This design comes from an exercise in tuning for small area on the open sky130 flow, not from production work.
Only simulation tests tie the RTL to the original design; equivalence was not proved.
The clock port is modelled as an ideal driver; clocking choices that lean on that would not hold on a real chip.

--- flow/design.v ---
`default_nettype none
package raster_pkg;
   typedef logic [10:0] hcount_t;
   typedef logic [9:0] vcount_t;
   typedef struct packed {
      logic [7:0] red;
      logic [7:0] green;
      logic [7:0] blue;
   } pixel_t;
   typedef enum logic [1:0] {
      mode_game,
      mode_border,
      mode_bars
   } video_mode_t;
endpackage
`default_nettype wire
`default_nettype none
package note_pkg;
   typedef logic [3:0] note_code_t;
   typedef logic [25:0] tempo_t;
   typedef logic [9:0] note_row_t;
   function automatic logic [9:0] note_row_of(input logic [3:0] code);
      logic [9:0] row;
      case (code)
         4'd1, 4'd2, 4'd13: row = 10'(144 + 74 * 6);
         4'd3, 4'd4:        row = 10'(144 + 74 * 5);
         4'd5:              row = 10'(144 + 74 * 4);
         4'd6, 4'd7:        row = 10'(144 + 74 * 3);
         4'd8, 4'd9:        row = 10'(144 + 74 * 2);
         4'd10, 4'd11:      row = 10'(144 + 74 * 1);
         4'd12:             row = 10'(144);
         default:           row = 10'(144 + 768);
      endcase
      note_row_of = row;
   endfunction
   function automatic logic [23:0] note_color_of(input logic [3:0] code);
      logic [23:0] color;
      case (code)
         4'd0:                           color = 24'h0;
         4'd2, 4'd4, 4'd7, 4'd9, 4'd11:  color = 24'h5555FF;
         4'd13:                          color = 24'h00DD00;
         default:                        color = 24'hFFFFFF;
      endcase
      note_color_of = color;
   endfunction
endpackage
`default_nettype wire
`default_nettype none
module raster_timing (
   input  wire logic           clock_65mhz,
   input  wire logic           reset,
   output raster_pkg::hcount_t hcount,
   output raster_pkg::vcount_t vcount
);
   logic h_last;
   logic v_last;
   assign h_last = hcount[10] & hcount[8] & (&hcount[5:0]);
   assign v_last = vcount[9] & vcount[8] & vcount[5] & vcount[2] & vcount[0];
   always_ff @(posedge clock_65mhz) begin
      if (reset) begin
         hcount <= '0;
         vcount <= '0;
      end else begin
         hcount <= h_last ? '0 : hcount + 1'b1;
         if (h_last)
            vcount <= v_last ? '0 : vcount + 1'b1;
      end
   end
endmodule
`default_nettype wire
`default_nettype none
module note_lane (
   input  wire logic        clock_65mhz,
   input  wire logic        reset,
   input  wire logic [63:0] next_notes,
   input  wire logic [25:0] tempo,
   input  wire logic        playing_correct,
   output logic [10:0]      lead_x,
   output logic [63:0]      codes,
   output logic             codes_valid,
   output logic             correct_q
);
   logic [25:0] tempo_q;
   logic [25:0] tempo_d;
   logic [25:0] beat_count_n;
   logic [19:0] move_count_n;
   logic [10:0] lead_x_n;
   logic        beat;
   logic        move;
   assign tempo_d = reset ? tempo : tempo_q;
   assign beat    = (beat_count_n == ~26'd1);
   assign move    = (move_count_n == ~20'd1);
   logic [25:0] beat_inc;
   logic [19:0] move_inc;
   logic [26:0] beat_cy;
   logic [20:0] move_cy;
   assign beat_cy[0] = 1'b1;
   assign move_cy[0] = 1'b1;
   for (genvar i = 0; i < 26; i++) begin : g_beat
      assign beat_inc[i]  = beat_count_n[i] ^ beat_cy[i];
      assign beat_cy[i+1] = beat_cy[i] & beat_count_n[i];
   end
   for (genvar i = 0; i < 20; i++) begin : g_move
      assign move_inc[i]  = move_count_n[i] ^ move_cy[i];
      assign move_cy[i+1] = move_cy[i] & move_count_n[i];
   end
   always_ff @(posedge clock_65mhz) begin
      tempo_q      <= tempo_d;
      beat_count_n <= (reset | beat) ? ~tempo_d : beat_inc;
      move_count_n <= (reset | move) ? ~tempo_d[25:6] : move_inc;
   end
   always_ff @(posedge clock_65mhz) begin
      if (reset)
         lead_x_n <= 11'h400;    
      else if (move)
         lead_x_n <= lead_x_n + 1'b1;
      else if (beat)
         lead_x_n <= 11'h7B7;    
   end
   assign lead_x = ~lead_x_n;
   always_ff @(posedge clock_65mhz) begin
      if (reset)
         codes_valid <= 1'b0;
      else if (beat)
         codes_valid <= 1'b1;
      if (beat)
         codes <= next_notes;
      correct_q <= playing_correct;
   end
endmodule
`default_nettype wire
`default_nettype none
module note_renderer (
   input  wire logic                clock_65mhz,
   input  wire raster_pkg::hcount_t hcount,
   input  wire raster_pkg::vcount_t vcount,
   input  wire logic [10:0]         lead_x,
   input  wire logic [63:0]         codes,
   input  wire logic                codes_valid,
   input  wire logic                correct_q,
   output logic [2:0]               class_q,
   output logic                     border_q,
   output logic [2:0]               bars_q,
   output logic                     vsync_q
);
   logic [11:0] strip_x;
   logic [3:0]  note_idx;
   logic [3:0]  code;
   logic        note_on;
   logic        staff_hit;
   logic        in_staff;
   logic        edge_hit;
   logic        blank;
   logic [2:0]  pix_class;
   logic [10:0] lead_x_n;
   logic [11:0] carry;
   assign lead_x_n = ~lead_x;
   assign carry[0] = 1'b1;
   for (genvar i = 0; i < 11; i++) begin : g_strip
      assign strip_x[i]  = hcount[i] ^ lead_x_n[i] ^ carry[i];
      assign carry[i+1]  = (hcount[i] & lead_x_n[i]) |
                           (carry[i] & (hcount[i] | lead_x_n[i]));
   end
   assign strip_x[11] = ~carry[11];
   assign note_idx    = strip_x[9:6];
   assign code     = codes[4*note_idx +: 4];
   logic [6:0] code_rows;
   logic [6:0] line_rows;
   always_comb begin
      case (code)
         4'd1, 4'd2, 4'd13: code_rows = 7'b1000000;
         4'd3, 4'd4:        code_rows = 7'b0100000;
         4'd5:              code_rows = 7'b0010000;
         4'd6, 4'd7:        code_rows = 7'b0001000;
         4'd8, 4'd9:        code_rows = 7'b0000100;
         4'd10, 4'd11:      code_rows = 7'b0000010;
         4'd12:             code_rows = 7'b0000001;
         default:           code_rows = 7'b0000000;
      endcase
      for (int r = 0; r < 7; r++)
         line_rows[r] = vcount >= 10'(144 + 74 * r) &&
                        vcount < 10'(144 + 74 * r + 35);
   end
   assign note_on = codes_valid && strip_x[11:10] == 2'b00 &&
                    hcount > 72 && |(code_rows & line_rows);
   always_comb begin
      staff_hit = 1'b0;
      for (int i = 0; i < 8; i++) begin
         if (vcount == 128 + 73 * i)
            staff_hit = 1'b1;
      end
   end
   assign in_staff = (vcount >= 128) && (vcount <= 639);
   assign edge_hit = in_staff && (hcount == 72 || hcount == 1024 - 1);
   assign blank    = hcount[10] | (vcount[9] & vcount[8]);
   always_comb begin
      if (blank)
         pix_class = 3'd7;
      else if (edge_hit)
         pix_class = 3'd2;
      else if (note_on) begin
         if (note_idx == 4'd0)
            pix_class = correct_q ? 3'd5 : 3'd6;
         else if (code == 4'd13)
            pix_class = 3'd4;
         else if (code == 4'd2 || code == 4'd4 || code == 4'd7 ||
                  code == 4'd9 || code == 4'd11)
            pix_class = 3'd3;
         else
            pix_class = 3'd2;
      end else if (staff_hit && hcount >= 72)
         pix_class = 3'd1;
      else
         pix_class = 3'd0;
   end
   always_ff @(posedge clock_65mhz) begin
      class_q  <= pix_class;
      border_q <= (hcount == 0) || (hcount == 1024 - 1) ||
                  (vcount == 0) || (vcount == 768 - 1);
      bars_q   <= hcount[8:6];
      vsync_q  <= !(vcount >= 777 && vcount < 783);
   end
endmodule
`default_nettype wire
`default_nettype none
module video_output (
   input  wire logic                clock_65mhz,
   input  wire logic                reset,
   input  wire logic [1:0]          mode,
   input  wire raster_pkg::hcount_t hcount,
   input  wire logic [2:0]          class_q,
   input  wire logic                border_q,
   input  wire logic [2:0]          bars_q,
   input  wire logic                vsync_q,
   output logic [7:0]               vga_red,
   output logic [7:0]               vga_green,
   output logic [7:0]               vga_blue,
   output logic                     vga_hsync,
   output logic                     vga_vsync,
   output logic                     vga_blank_b
);
   logic       pick_border;
   logic       pick_bars;
   logic [2:0] pick_bits;
   logic       pick_bars_q;
   logic [2:0] pick_bits_q;
   logic       hsync_q;
   logic       vsync_o;
   logic       blank_b_q;
   logic [7:0] game_cols;
   logic [7:0] cols;
   assign pick_border = (mode == 2'd1);
   assign pick_bars   = (mode == 2'd2);
   assign pick_bits   = pick_bars ? bars_q : (pick_border ? {1'b0, border_q, 1'b0} : class_q);
   always_ff @(posedge clock_65mhz) begin
      if (reset) begin
         pick_bars_q   <= 1'b0;
         pick_bits_q   <= '0;
         hsync_q       <= 1'b1;
         vsync_o       <= 1'b1;
         blank_b_q     <= 1'b0;
      end else begin
         pick_bars_q   <= pick_bars;
         pick_bits_q   <= pick_bits;
         hsync_q       <= !(hcount > 1048 && hcount <= 1184);
         vsync_o       <= vsync_q;
         blank_b_q     <= (class_q != 3'd7);
      end
   end
   always_comb begin
      case (pick_bits_q)
         3'd1:    game_cols = 8'b10_1010_10;    
         3'd2:    game_cols = 8'b11_1111_11;    
         3'd3:    game_cols = 8'b01_0101_11;    
         3'd4:    game_cols = 8'b00_1101_00;    
         3'd5:    game_cols = 8'b11_1111_00;    
         3'd6:    game_cols = 8'b11_0100_00;    
         default: game_cols = 8'b00_0000_00;    
      endcase
      if (pick_bars_q)
         cols = {{2{pick_bits_q[2]}}, {4{pick_bits_q[1]}}, {2{pick_bits_q[0]}}};
      else
         cols = game_cols;
   end
   assign vga_red     = {4{cols[7], cols[6]}};
   assign vga_green   = {cols[5], cols[4], cols[3], cols[2],
                         cols[5], cols[4], cols[3], cols[4]};
   assign vga_blue    = {4{cols[1], cols[0]}};
   assign vga_hsync   = hsync_q;
   assign vga_vsync   = vsync_o;
   assign vga_blank_b = blank_b_q;
endmodule
`default_nettype wire
`default_nettype none
module rhythm_video_top (
   input  wire logic                    clock_65mhz,
   input  wire logic                    reset,
   input  wire logic [1:0]              mode,
   input  wire logic [63:0]             next_notes,
   input  wire logic [25:0]             tempo,
   input  wire logic                    playing_correct,
   output logic [7:0]                   vga_red,
   output logic [7:0]                   vga_green,
   output logic [7:0]                   vga_blue,
   output logic                         vga_hsync,
   output logic                         vga_vsync,
   output logic                         vga_blank_b
);
   raster_pkg::hcount_t hcount;
   raster_pkg::vcount_t vcount;
   logic [10:0] lead_x;
   logic [63:0] codes;
   logic        codes_valid;
   logic        correct_q;
   logic [2:0]  class_q;
   logic        border_q;
   logic [2:0]  bars_q;
   logic        vsync_q;
   raster_timing u_raster_timing (
      .clock_65mhz (clock_65mhz),
      .reset       (reset),
      .hcount      (hcount),
      .vcount      (vcount)
   );
   note_lane u_note_lane (
      .clock_65mhz     (clock_65mhz),
      .reset           (reset),
      .next_notes      (next_notes),
      .tempo           (tempo),
      .playing_correct (playing_correct),
      .lead_x          (lead_x),
      .codes           (codes),
      .codes_valid     (codes_valid),
      .correct_q       (correct_q)
   );
   note_renderer u_note_renderer (
      .clock_65mhz (clock_65mhz),
      .hcount      (hcount),
      .vcount      (vcount),
      .lead_x      (lead_x),
      .codes       (codes),
      .codes_valid (codes_valid),
      .correct_q   (correct_q),
      .class_q     (class_q),
      .border_q    (border_q),
      .bars_q      (bars_q),
      .vsync_q     (vsync_q)
   );
   video_output u_video_output (
      .clock_65mhz (clock_65mhz),
      .reset       (reset),
      .mode        (mode),
      .hcount      (hcount),
      .class_q     (class_q),
      .border_q    (border_q),
      .bars_q      (bars_q),
      .vsync_q     (vsync_q),
      .vga_red     (vga_red),
      .vga_green   (vga_green),
      .vga_blue    (vga_blue),
      .vga_hsync   (vga_hsync),
      .vga_vsync   (vga_vsync),
      .vga_blank_b (vga_blank_b)
   );
endmodule
`default_nettype wire
--- flow/flow/run.sh ---
#!/bin/bash
# The standard layout (standard.sh), with these changes:
# - synthesis maps with an area-oriented ABC script (abc_area_map.script)
#   in place of ORFS's speed script; everything else in synthesis is as
#   standard (same scripts, copied so the one file can be replaced)
# - the port buffers are the smallest buffer cell
# - clock tree synthesis with clkbuf_8 only and without dummy loads; then
#   each clock buffer whose clock pins keep a low slew with clkbuf_4 gets
#   clkbuf_4 (clock_leaf_downsize.tcl)
set -euo pipefail
W=$(pwd)
rm -rf "$W/orfs_scripts"
cp -r "$FLOW_HOME/scripts" "$W/orfs_scripts"
cp "$W/flow/abc_area_map.script" "$W/orfs_scripts/abc_speed.script"
export SCRIPTS_DIR="$W/orfs_scripts"
export BUFFER_PORTS_ARGS="-buffer_cell sky130_fd_sc_hd__buf_1"
export POST_CTS_TCL="$W/flow/clock_leaf_downsize.tcl"
export CTS_ARGS="-sink_clustering_enable -repair_clock_nets -buf_list sky130_fd_sc_hd__clkbuf_8 -dont_use_dummy_load"
bash standard.sh > "$W/standard_make.log" 2>&1
--- flow/flow/abc_area_map.script ---
strash
&get -n
&fraig -x
&put
dc2
dch -f
amap -m
topo
dnsize
--- flow/flow/clock_leaf_downsize.tcl ---
# After clock tree synthesis: give each leaf clock buffer (one that drives
# register clock pins only) the smallest cell of CLK_DOWNSIZE_CELLS that keeps
# the slew at every pin it drives under CLK_DOWNSIZE_SLEW (ns, as estimated
# from placement). The root buffer keeps its cell.
set cells [expr {[info exists ::env(CLK_DOWNSIZE_CELLS)] ? $::env(CLK_DOWNSIZE_CELLS) : "sky130_fd_sc_hd__clkbuf_4"}]
set limit [expr {[info exists ::env(CLK_DOWNSIZE_SLEW)] ? $::env(CLK_DOWNSIZE_SLEW) : 0.105}]
proc clk_sink_slew {inst} {
  set worst 0.0
  foreach opin [get_pins -of_objects $inst -filter "direction==output"] {
    set net [get_nets -of_objects $opin]
    foreach p [get_pins -of_objects $net -filter "direction==input"] {
      set s [get_property $p slew_max]
      if {$s > $worst} { set worst $s }
    }
  }
  return $worst
}
estimate_parasitics -placement
set swapped 0
proc drives_only_registers {inst} {
  foreach opin [get_pins -of_objects $inst -filter "direction==output"] {
    foreach p [get_pins -of_objects [get_nets -of_objects $opin] -filter "direction==input"] {
      # register clock pins are named CLK on this platform
      if {[get_property $p name] ne "CLK"} { return 0 }
    }
  }
  return 1
}
foreach inst [get_cells clkbuf_*] {
  if {![drives_only_registers $inst]} { continue }
  set orig [get_property $inst ref_name]
  foreach c $cells {
    replace_cell $inst $c
    estimate_parasitics -placement
    if {[clk_sink_slew $inst] <= $limit} {
      incr swapped
      puts "clock_leaf_downsize: [get_property $inst name] $orig -> $c"
      break
    }
    replace_cell $inst $orig
    estimate_parasitics -placement
  }
}
puts "clock_leaf_downsize: $swapped buffers resized"
--- flow/standard.sh ---
#!/bin/bash
# synth_recipe.tcl (not shown) runs the flow's synth.tcl, then flattens the netlist and writes it again
# the make line also repeats each setting of config.mk as NAME=value (left out here)
make -C /OpenROAD-flow-scripts/flow DESIGN_CONFIG=/design/flow/config.mk WORK_HOME=/design/flow/orfs CLKGATE_MAP_FILE= SYNTH_SCRIPT=/design/flow/synth_recipe.tcl "${@:-finish}"
--- flow/config.mk ---
export PLATFORM = sky130hd
export DESIGN_NAME = rhythm_video_top
export DESIGN_NICKNAME = rhythm_video_top
export VERILOG_FILES = /design/flow/design.v
export SDC_FILE = /design/flow/constraint.sdc
export NUM_CORES = 4
export LEC_CHECK = 0
export CAP_MARGIN = 5
export CORE_MARGIN = 2
export CORE_UTILIZATION = 70
export CTS_BUF_LIST = sky130_fd_sc_hd__clkbuf_8
export SLEW_MARGIN = 5
--- flow/constraint.sdc ---
create_clock -name core_clock -period 15.0 [get_ports {clock_65mhz}]
set_input_delay 3.0000 -clock core_clock [delete_from_list [all_inputs] [get_ports {clock_65mhz}]]
set_output_delay 3.0000 -clock core_clock [all_outputs]
set_load 0.01 [all_outputs]
==> reports/metrics.cfg <==
[yosys]
yosys_warnings=4
synth-edff-count=64
yosysMostFrequentCell=dfxtp_1
synthTopCellsByArea=dfxtp_1 30%, edfxtp_1 24%, ha_1 8.8%
yosysTopAreaCellShare_pct=30.0
ys_ff_latch=185
synth_area_um2=8080
synthFlopType=dfxtp_1
netlist_instances=785
yosysSeqAreaShare_pct=53.8
synth_largest_area_cell=dfxtp_1
synth.top_cells.by_count=121 x dfxtp_1, 87 x nand2_1, 81 x nor2_1
syn_avg_cell_area_um2=10.3
syn-num-nets=942
async_flop_share_pct=0
yosysUniqueCellTypes=46

[routing]
drc=0
drt_iter0_drc=555
wl_per_cell_um=18.5
dr.pass1.iters=5
vias_per_cell=6.35
ant_nets=0
drt_wl_total_um=19500
vias=6701

[power]
power.total_uw=851
peakVddDrop_mv=0.0992
cellLeakagePower_uw=0.00319
p_per_area_nw_per_um2=96.2

[finish]
diodes=0
syn_to_final_growth_pct=9.48
layout-drive-gt1-share_pct=2.85
nets=1071

[placed_design]
dp_hpwl_um=14400
gp_congestion=0.870
portBuffers=121

[clock_network]
clk_latency_ns=0.46
clkTransAtPathRegs_ns=0.10
cts_num_sinks=185
cts_tree=done

[timing]
max_freq_mhz=163
fin_crit_sh_pct=41.0
finalSetupViolCount=0
worst_pin_slew_ns=1.02
slew_headroom_pct=31.7
hold_viol=0
tns_ns=0
maxSlewViolCount=0
skew_ns=0.0295
min_period_ns=6.15
rsz0062_at_grt=false

[worst_setup_path]
path_buf_inv=3
arrival_ns=6.53
cpMaxStageDelayCell=fa_1
worstSetupEndpointType=flop
crit_required_ns=15.38
path_delay_family=compound AO/OA/AOI/OAI gates
critPathMaxStageDelay_ns=0.85
path_cells=clkinv_1 > a22oi_1 > a21oi_1 > o21ai_0 > o221ai_1 > o221ai_1 > a32oi_1 > fa_1 > fa_1 > fa_1 > clkinv_1 > o22ai_1 > o22ai_1 > o221a_1 > nor2_1 > clkinv_1 > nor3_1 > a31oi_1 > a2111oi_0 > o41ai_1 > o32a_1 > o21ai_0
worstPathMaxFanout=15
crit_type=reg2reg
setup.worst_path.start_class=flop

[floorplanning]
core_area_um2=11300
top_level_ports=122
die_area_um2=12400
placementRows=39
initial_core_util_pct=71.3
die_y_um=111
chipWidth_um=111

[global_routing]
grtUsageTotal_pct=32.8
grt_pass1_vias=6659
grt_max_degree=69
gr-total-overflow=0
antenna_found_initial=0
grt_pass1_wl_um=32300

[flow_run]
maxCapViolCount=0

[outcome]
status=no timing/DRC/antenna violations

[hold_path]
hold_path_class=reg2reg

stage by stage:
stage / hold WS (ns) / utilization [%] / setup slack (ns) / std cells / area [µm²]
detailed placement: 0.381 / 76.3 / 9.03 / 1038 / 8640
global route: 0.394 / 78.1 / 8.30 / 1055 / 8840
floorplan: 0.355 / - / 3.74 / 785 / 8080
global placement: 0.378 / 76.3 / 9.51 / 1038 / 8640
finish: 0.371 / 78.1 / 8.85 / 1055 / 8840
state kept, by name, indices dropped and copies added (netlist names), 10 cells and up:
signal                    cells
u_note_lane.codes            64
u_note_lane.beat_count_n     26
u_note_lane.tempo_q          26
u_note_lane.move_count_n     20
u_note_lane.lead_x_n         11
u_raster_timing.hcount       11
u_raster_timing.vcount       10
routing by layer:
layer  track usage [%]  wire [µm]  up-vias
li1                  -          -     3172
met1              42.2       7960     3125
met2              54.1       9550      344
met3              7.29       1440       60
met4              14.2        578        0
met5                 0          0        -
area by class of cell:
class | count | area, µm²
inverter | 61 | 229
timing repair buffer | 126 | 493
sequential | 185 | 4340
tap | 143 | 179
clock buffer | 17 | 203
multi-input combinational | 523 | 3390
fill | 717 | 2480
kinds of logic (layout without fill, tap and decap cells):
| group | count (synthesis) | in the layout | synth area share (%) |
|---|---|---|---|
| simple gates | 243 | 243 | 13.2 |
| compound gates | 218 | 218 | 18.7 |
| flops | 185 | 185 | 53.8 |
| buf+inv | 77 | 204 | 4.32 |
| fa+ha+maj | 62 | 62 | 10.1 |
placed cells by master (no fill, tap or decap), types with 2 or more instances in the layout:
cell and count:
a22o_1 33, and3_1 2, a21oi_1 19, nor2_2 2
o22a_1 3, or3_1 2, a211oi_1 5, a311oi_1 2
o32ai_1 5, dfxtp_1 121, o31ai_1 2, nor2_1 79
o41ai_1 4, o221a_1 2, ha_1 57, nand4_1 13
fa_1 5, or4_1 4, o21a_1 2, o32a_1 2
nor4_1 7, o311ai_0 2, buf_4 5, edfxtp_1 64
o22ai_1 31, nand2_1 87, clkbuf_8 12, or2_0 8
a22oi_1 21, o21ai_0 55, a2111oi_0 5, clkinv_1 61
o221ai_1 7, clkbuf_4 5, nand3_1 14, buf_1 120
o311a_1 2, a31oi_1 8, nor3_1 21
final timing paths:
check / cells past startpoint / startpoint / to / slack [ns]
min: 0 / u_raster_timing.hcount[6]$_SDFF_PP0_ / u_note_renderer.bars_q[0]$_DFF_P_ / 0.37
max: 22 / u_raster_timing.hcount[1]$_SDFF_PP0_ / u_note_renderer.class_q[0]$_SDFF_PP1_ / 8.85
min reg2reg: 0 / u_raster_timing.hcount[6]$_SDFF_PP0_ / u_note_renderer.bars_q[0]$_DFF_P_ / 0.37
max reg2reg: 22 / u_raster_timing.hcount[1]$_SDFF_PP0_ / u_note_renderer.class_q[0]$_SDFF_PP1_ / 8.85
report_power, final:
part	internal (µW)	switching (µW)
clock network	86.4	143
registers	541	14.0
logic	27.4	37.9
worst register-to-register path: cells and delay by family (launching register included):
| family | cells | cell delay, ns |
|---|---|---|
| AO/OA/AOI/OAI | 14 | 2.65 |
| adder cells (fa/ha/maj) | 3 | 1.75 |
| buffers and inverters | 3 | 0.82 |
| AND/OR/NAND/NOR | 2 | 0.52 |
| flip-flops | 1 | 0.37 |

==> re-timing with driven ports <==
No port has a modelled driver above. Below, the same layout with a new extraction and two added sets of constraints. Step 1 sets driving cells, clkbuf_16 on the clock port and buf_2 on the other inputs (assumed; they add their load-dependent delay and slew). Step 2 moves the port delays by t, midway between the first and last clock arrival at a register: inputs arrive t later, outputs are due t later. That takes back most of the time a late clock gives input paths. Slacks: no drivers / after step 1 / after step 2; pairs: no drivers / after step 1.
t, ns: 0.485
setup WS [ns]: 8.849 / 8.849 / 8.849
latest minus earliest clock arrival (ns): 0.030 / 0.029
pins driven straight from the clock port: 1
After both steps this run still meets setup and hold. The setup slack of this run moves by 0.000 ns with the drivers and by 0.000 ns with both steps.
